From an optimization exercise on the open Yosys and OpenROAD flow, aimed at small area and few clock cycles; shortcuts taken in it are not production practice. The RTL was checked by simulation tests, not by an equivalence proof against the original design. No activity file was given, so power comes from the tool's default toggle rates.

## flow/run.sh

```bash
#!/bin/bash
# synth_recipe.tcl (not shown) runs the flow's synth.tcl, then flattens the netlist and writes it again
# the make line also repeats each setting of config.mk as NAME=value (left out here)
make -C /OpenROAD-flow-scripts/flow DESIGN_CONFIG=/design/flow/config.mk WORK_HOME=/design/flow/orfs CLKGATE_MAP_FILE= SYNTH_SCRIPT=/design/flow/synth_recipe.tcl finish
```

## flow/config.mk

```make
export PLATFORM = sky130hd
export DESIGN_NAME = dcache
export DESIGN_NICKNAME = dcache
export VERILOG_FILES = /design/flow/design.v
export SDC_FILE = /design/flow/constraint.sdc
export NUM_CORES = 4
export LEC_CHECK = 0
export ABC_AREA = 1
export CAP_MARGIN = 20
export CORE_MARGIN = 2
export CORE_UTILIZATION = 45
export CTS_BUF_LIST = sky130_fd_sc_hd__clkbuf_4
export CTS_CLUSTER_DIAMETER = 45
export CTS_CLUSTER_SIZE = 9
export PLACE_DENSITY = 0.6
export SLEW_MARGIN = 20
```

## flow/constraint.sdc

```tcl
create_clock -name core_clock -period 12.0 [get_ports {CLK}]
set_input_delay 2.4000 -clock core_clock [delete_from_list [all_inputs] [get_ports {CLK}]]
set_output_delay 2.4000 -clock core_clock [all_outputs]
set_load 0.01 [all_outputs]
```

## flow/design.v

```verilog
package dcache_pkg;
  typedef logic [31:0] word_t;
  localparam int WORDS_PER_BLK = 2;
  localparam int WSEL_W        = $clog2(WORDS_PER_BLK);  
  localparam int BLKOFF_W      = WSEL_W + 2;             
  localparam word_t HIT_CNT_ADDR = 32'h0000_3100;
  typedef enum logic [2:0] {
    IDLE,        
    WB,          
    FILL,        
    FLUSH_SCAN,  
    FLUSH_WB,    
    HIT_STORE,   
    HALTED       
  } ctrl_state_t;
  typedef enum logic [1:0] {
    MEM_NONE,  
    MEM_WB,    
    MEM_FILL,  
    MEM_CNT    
  } mem_op_t;
endpackage
`timescale 1ns/1ps
module dcache (
  input  logic        CLK,
  input  logic        nRST,
  input  logic        dmemren,
  input  logic        dmemwen,
  input  logic [31:0] dmemaddr,
  input  logic [31:0] dmemstore,
  input  logic        halt,
  output logic        dhit,
  output logic [31:0] dmemload,
  output logic        flushed,
  output logic        dren,
  output logic        dwen,
  output logic [31:0] daddr,
  output logic [31:0] dstore,
  input  logic [31:0] dload,
  input  logic        dwait
);
  localparam logic [29:0] HC_WORD = 30'h0000_0C40;   
  localparam logic [2:0] G_NONE = 3'd0, G_DEM = 3'd1, G_VB = 3'd2, G_CNT = 3'd3, G_PF = 3'd4;
  logic [25:0] tag_q  [0:15];
  logic [31:0] dat0_q [0:15];
  logic [31:0] dat1_q [0:15];
  logic [15:0] wv0_q, wv1_q;    
  logic [15:0] wd0_q, wd1_q;    
  logic [7:0]  lru_q;           
  logic [28:0] vb_blk_q;
  logic [31:0] vb_w0_q, vb_w1_q;
  logic [1:0]  vb_d_q;          
  logic [31:0] hit_cnt_q;
  logic        cnt_done_q;
  logic [2:0]  ridx;
  logic [25:0] rtag;
  logic        rw;
  logic [15:0] fd;              
  logic        any_fd;
  logic [3:0]  pe_f;            
  logic [2:0]  sidx;
  logic [25:0] tag0, tag1;
  logic        v0, v1, m0, m1, thit, hway, vway, away;
  logic        xway;
  logic [3:0]  xf;
  logic [31:0] s0_w0, s0_w1, s1_w0, s1_w1;
  logic [31:0] s0_rd, s1_rd, x_w0, x_w1;
  logic [25:0] x_tag;
  logic [1:0]  x_d, v_d;
  logic        ok0, ok1, word_ok;
  assign ridx = dmemaddr[5:3];
  assign rtag = dmemaddr[31:6];
  assign rw   = dmemaddr[2];
  assign fd     = wd0_q | wd1_q;
  assign any_fd = |fd;
  always_comb begin
    pe_f = 4'd0;
    for (int i = 15; i >= 0; i--) begin
      if (fd[i]) pe_f = 4'(i);
    end
  end
  assign sidx = halt ? pe_f[3:1] : ridx;
  assign tag0 = tag_q[{sidx, 1'b0}];
  assign tag1 = tag_q[{sidx, 1'b1}];
  assign v0   = wv0_q[{sidx, 1'b0}] | wv1_q[{sidx, 1'b0}];
  assign v1   = wv0_q[{sidx, 1'b1}] | wv1_q[{sidx, 1'b1}];
  assign m0   = v0 && (tag0 == rtag);
  assign m1   = v1 && (tag1 == rtag);
  assign thit = m0 || m1;
  assign hway = m1;
  assign vway = !v0 ? 1'b0 : !v1 ? 1'b1 : lru_q[sidx];
  assign away = thit ? hway : vway;
  logic [1:0] o_d;
  assign o_d  = {wd1_q[{sidx, !hway}], wd0_q[{sidx, !hway}]};
  assign xway = halt ? pe_f[0] :
                thit ? (((o_d != 2'b00) || dmemwen) ? !hway : hway) :
                       ((v_d != 2'b00) ? vway : !vway);
  assign xf   = {sidx, xway};
  assign s0_w0 = dat0_q[{sidx, 1'b0}];
  assign s0_w1 = dat1_q[{sidx, 1'b0}];
  assign s1_w0 = dat0_q[{sidx, 1'b1}];
  assign s1_w1 = dat1_q[{sidx, 1'b1}];
  assign s0_rd = rw ? s0_w1 : s0_w0;
  assign s1_rd = rw ? s1_w1 : s1_w0;
  assign x_w0  = xway ? s1_w0 : s0_w0;
  assign x_w1  = xway ? s1_w1 : s0_w1;
  assign x_tag = xway ? tag1 : tag0;
  assign x_d   = {wd1_q[xf], wd0_q[xf]};
  assign v_d   = {wd1_q[{sidx, vway}], wd0_q[{sidx, vway}]};
  assign ok0 = m0 && (rw ? wv1_q[{sidx, 1'b0}] : wv0_q[{sidx, 1'b0}]);
  assign ok1 = m1 && (rw ? wv1_q[{sidx, 1'b1}] : wv0_q[{sidx, 1'b1}]);
  assign word_ok = ok0 || ok1;
  logic        vb_busy, vb_wsel, vb_last, vb_hazard;
  logic        dem_rd, pf_rd;
  logic [2:0]  gnt;
  assign vb_busy   = |vb_d_q;
  assign vb_wsel   = !vb_d_q[0];
  assign vb_last   = (vb_d_q != 2'b11);
  assign vb_hazard = (vb_blk_q == {rtag, ridx}) && (rw ? vb_d_q[1] : vb_d_q[0]);
  assign dem_rd = dmemren && !vb_hazard && (thit ? !word_ok : ((v_d == 2'b00) || !vb_busy));
  assign pf_rd = dmemren && ((ok0 && !(rw ? wv0_q[{sidx, 1'b0}] : wv1_q[{sidx, 1'b0}])) ||
                             (ok1 && !(rw ? wv0_q[{sidx, 1'b1}] : wv1_q[{sidx, 1'b1}])));
  always_comb begin
    if (dem_rd)                               gnt = G_DEM;
    else if (vb_busy)                         gnt = G_VB;
    else if (halt && !any_fd && !cnt_done_q)  gnt = G_CNT;
    else if (pf_rd)                           gnt = G_PF;
    else                                      gnt = G_NONE;
  end
  assign dren = !dwait && ((gnt == G_DEM) || (gnt == G_PF));
  assign dwen = !dwait && ((gnt == G_VB) || (gnt == G_CNT));
  assign daddr  = (dem_rd || (pf_rd && !vb_busy)) ? {dmemaddr[31:3], dmemaddr[2] ^ !dem_rd, 2'b00} :
                  vb_busy ? {vb_blk_q, vb_wsel, 2'b00} : {HC_WORD, 2'b00};
  assign dstore = !vb_busy ? hit_cnt_q : (vb_wsel ? vb_w1_q : vb_w0_q);
  logic vb_free, dhit_r, dhit_w, alloc, dem_done, vb_load;
  assign vb_free  = !vb_busy || ((gnt == G_VB) && !dwait && vb_last);
  assign dem_done = (gnt == G_DEM) && !dwait;
  assign dhit_r = dmemren && (word_ok || dem_done);
  assign dhit_w = dmemwen && (thit || (v_d == 2'b00) || !vb_busy || (!dwait && vb_last));
  assign dhit   = dhit_r || dhit_w;
  assign alloc  = dhit && !thit;
  assign dmemload = ok1 ? s1_rd : ok0 ? s0_rd : dload;
  logic        dw_en, dw_word;
  logic [3:0]  dw_f;
  logic [31:0] dw_data;
  assign dw_en   = dhit_w || dem_done || ((gnt == G_PF) && !dwait);
  assign dw_f    = {ridx, away};
  assign dw_word = rw ^ (gnt == G_PF);
  assign dw_data = dmemwen ? dmemstore : dload;
  assign vb_load = vb_free && (halt ? any_fd : ((dmemren || dmemwen) && (x_d != 2'b00)));
  always_ff @(posedge CLK) begin
    if (dw_en && !dw_word) dat0_q[dw_f] <= dw_data;
    if (dw_en &&  dw_word) dat1_q[dw_f] <= dw_data;
    if (alloc) tag_q[{ridx, vway}] <= rtag;
    if (vb_load) begin
      vb_blk_q <= {x_tag, sidx};
      vb_w0_q  <= x_w0;
      vb_w1_q  <= x_w1;
    end
  end
  always_ff @(posedge CLK) begin
    if (!nRST) begin
      wv0_q      <= '0;
      wv1_q      <= '0;
      wd0_q      <= '0;
      wd1_q      <= '0;
      lru_q      <= '0;
      vb_d_q     <= '0;
      hit_cnt_q  <= '0;
      cnt_done_q <= 1'b0;
    end else begin
      if (vb_load) begin
        wd0_q[xf] <= 1'b0;
        wd1_q[xf] <= 1'b0;
      end
      if (alloc) begin
        wv0_q[{ridx, vway}] <= !rw;
        wv1_q[{ridx, vway}] <=  rw;
        wd0_q[{ridx, vway}] <= dmemwen && !rw;
        wd1_q[{ridx, vway}] <= dmemwen &&  rw;
      end else if (dw_en) begin
        if (!dw_word) wv0_q[dw_f] <= 1'b1;
        if ( dw_word) wv1_q[dw_f] <= 1'b1;
        if (dhit_w && !dw_word) wd0_q[dw_f] <= 1'b1;
        if (dhit_w &&  dw_word) wd1_q[dw_f] <= 1'b1;
      end
      if (dhit) begin
        lru_q[ridx] <= !away;
        if (thit) hit_cnt_q <= hit_cnt_q + 32'd1;
      end
      if (vb_load) begin
        vb_d_q <= x_d;
      end else if ((gnt == G_VB) && !dwait) begin
        vb_d_q[vb_wsel] <= 1'b0;
      end
      if ((gnt == G_CNT) && !dwait) cnt_done_q <= 1'b1;
    end
  end
  assign flushed = cnt_done_q;
endmodule
```

==> out/results.ini <==
[run_status]
outcome=timing/DRC/antenna clean

[final_layout]
drive_gt1_share_pct=8.515
multi_input_area_sq_um=20460
finish.utilization_pct=49.62
num-nets-final=6791
final_common_cell=edfxtp_1
fill_cells=14079
layout.cells.non_filler=8824
fin_area_sq_um=77690
area.growth.synth_to_final_pct=9.265
seqCellArea_sq_um=48180
layout_common_cells=edfxtp_1 (1533), nand2_1 (1159), nor2_1 (913), o21ai_0 (838), nand3_1 (399)

[power]
p_total_mw=16.93
vdd_drop_max_uv=260.7
p_leak_nw=26.16
p_per_area_nw_per_um2=217.9

[run]
max-cap-violations=0

[yosys]
synth.distinct_cells=60
syn_area_per_cell_sq_um=10.87
synth_edf_count=1533
yosysTopAreaCell=edfxtp_1
yosysWarnings=1
yosysSeqAreaShare_pct=67.75
synth-main-ff-cell=edfxtp_1
ys_top_cells_by_area=edfxtp_1 (65%), nand2_1 (6.1%), o21ai_0 (5.9%)
synth.top_cell.area_share_pct=64.74
ys_ff_latch=1640
netlist_instances=6542
netlist_area_sq_um=71110
synthArstFlopShare_pct=0

[setup_path]
cpMostUsedCell=nand2_1
critical_path.max_fanout=97
crit_slowest_cell=buf_4
critPathKind=input pin to output port
max_stage_delay_ns=0.70
start_kind=input pin
crit_arrival_ns=8.63
path_delay_family=buffers and inverters
crit_required_ns=9.60
cp_num_buf_inv=7
worstSetupEndpointType=output port

[floorplanning]
initial_core_util_pct=45.41
core-area_sq_um=156600
die_w_um=401.5
fp.dieH_um=401.5
num_io_pins=202
die_area_sq_um=161200
fp-row-count=145

[sta]
drv_slew=0
fin_hold_ws_ns=0.4647
min_period_ns=11.03
tightestPinTransition_ns=1.145
timing.slew.headroom_pct=22.86
fmax_ghz=0.09066
setup_viol=0
rsz0062_at_grt=no
final.setup.tns_ns=0
min_period_over_period_pct=91.92
setup_ws_ns=0.9697
hold_viol=0
finClkSkew_ns=0.1374

[global_routing]
track_usage_pct=27.86
grt_pass1_vias=49125
grt_pass1_wl_mm=332.9
grt_max_degree=166
grt_antenna_before_repair=15
grt_overflow=0

[clock_tree]
cts.sinks=1640
cts_root_buf=clkbuf_4
cts-hold-fix-buffers=0
htreeDepth=4
clk-insertion-delay-late_ns=1.33
cts_buffers=211
clk_pin_slew_ns=0.09
post-cts-setup-buffers=0
ctsResizeCount=0
cts_buffer_depth=3
cts_tree=yes

[route]
first_pass_iters=6
drt_iter0_markers=6009
via_count=52979
wl_per_cell_um=26.00
viasPerCell=6.004
route.detailed.drc=0
ant_nets=0
wl_mm=229.4

[placement]
place_congestion=0.9112
dp_slack_ns=1.080
io_buffers=197
place_area_sq_um=75290
dp.cells=8517
dp_hpwl_mm=132.8

[hold_path]
hp-class=register to register

## layer usage
metal | vias up | GRT usage [%] | share of wire [%]
met5 | - | 0 | 0.024
met2 | 2795 | 41.93 | 45
li1 | 23726 | - | -
met3 | 395 | 6.664 | 11
met4 | 8 | 8.448 | 2.5
met1 | 26055 | 40.03 | 42
## flip-flops by register name (all words and copies together) (netlist names), 8 cells and up
name,flops
dat0_q,512
dat1_q,512
tag_q,416
hit_cnt_q,32
vb_w0_q,32
vb_w1_q,32
vb_blk_q,29
wd0_q,16
wd1_q,16
wv0_q,16
wv1_q,16
lru_q,8
## synthesized netlist by cell type, types with 50 or more instances
cell type	n
edfxtp_1	1533
nand2_1	1162
nor2_1	934
o21ai_0	838
nand3_1	399
clkbuf_1	280
o22ai_1	244
inv_1	194
a21oi_1	121
dfxtp_1	107
nor3_1	96
a31oi_1	71
o211ai_1	67
o21ai_1	61
buf_2	51
o221ai_1	50
## final timing paths
kind              startpoint     endpoint  slack (ns)  cells after the start
setup reg to reg   wd1_q[12]  vb_blk_q[5]        4.38                     37
setup / recovery        halt    daddr[16]        0.97                     25
hold reg to reg     lru_q[0]     lru_q[0]        0.46                      2
hold / removal      lru_q[0]     lru_q[0]        0.46                      2
## area by class of cell
type / count / share of cell area (%)
sequential: 1640 / 62.01
multi-input combinational: 4254 / 26.33
timing repair buffer: 342 / 4.174
antenna: 13 / 0.04187
clock buffer: 251 / 2.425
tap: 2058 / 3.314
clock inverter: 42 / 0.5959
inverter: 224 / 1.108
## power breakdown
part / internal (mW) / total, mW / switching, mW
sequential: 6.96 / 7.14 / 0.176
clock: 1.15 / 3.06 / 1.91
combinational: 1.78 / 6.73 / 4.95
total: 9.90 / 16.9 / 7.04
## tightest hold or removal path, stage by stage, from the launching register on
cell and delay (ns):
dfxtp_1 0.31, inv_1 0.05, a21oi_1 0.06
## kinds of logic after synthesis
logic type	synth area share, %
other	0.005274
buffers and inverters	3.956
AO/OA/AOI/OAI	11.94
AND/OR/NAND/NOR	15.70
flip-flops	67.75
XOR/XNOR	0.3079
multiplexers	0.05631
adder cells (fa/ha/maj)	0.2815
Testbench counts, summed over its fixed seeds: cycles 3,963.

[re-timing with driven ports]
How much do the figures lean on ideal ports? The routed layout below was timed once more, with nothing changed but the port constraints. Step 1, drivers: a clkbuf_16 drives CLK and a buf_2 each remaining input, both assumed. Step 2 adds t to the input delays and takes it off the output delays; t is the mean of the earliest and latest rising clock arrival at the registers after step 1. Input paths then give back, and output paths get back, about the clock's delay inside the block. Slacks: no drivers / after step 1 / after step 2; pairs: no drivers / after step 1.
t (ns): 1.347
setup WS [ns]: 0.970 / 0.851 / 0.851
worst slew at a driven data input, ns: 0.12
cell pins on the clock port's net: 1
After both steps setup and hold are still met in this run. The setup slack of this run moves by -0.119 ns with the drivers and by -0.119 ns with both steps.
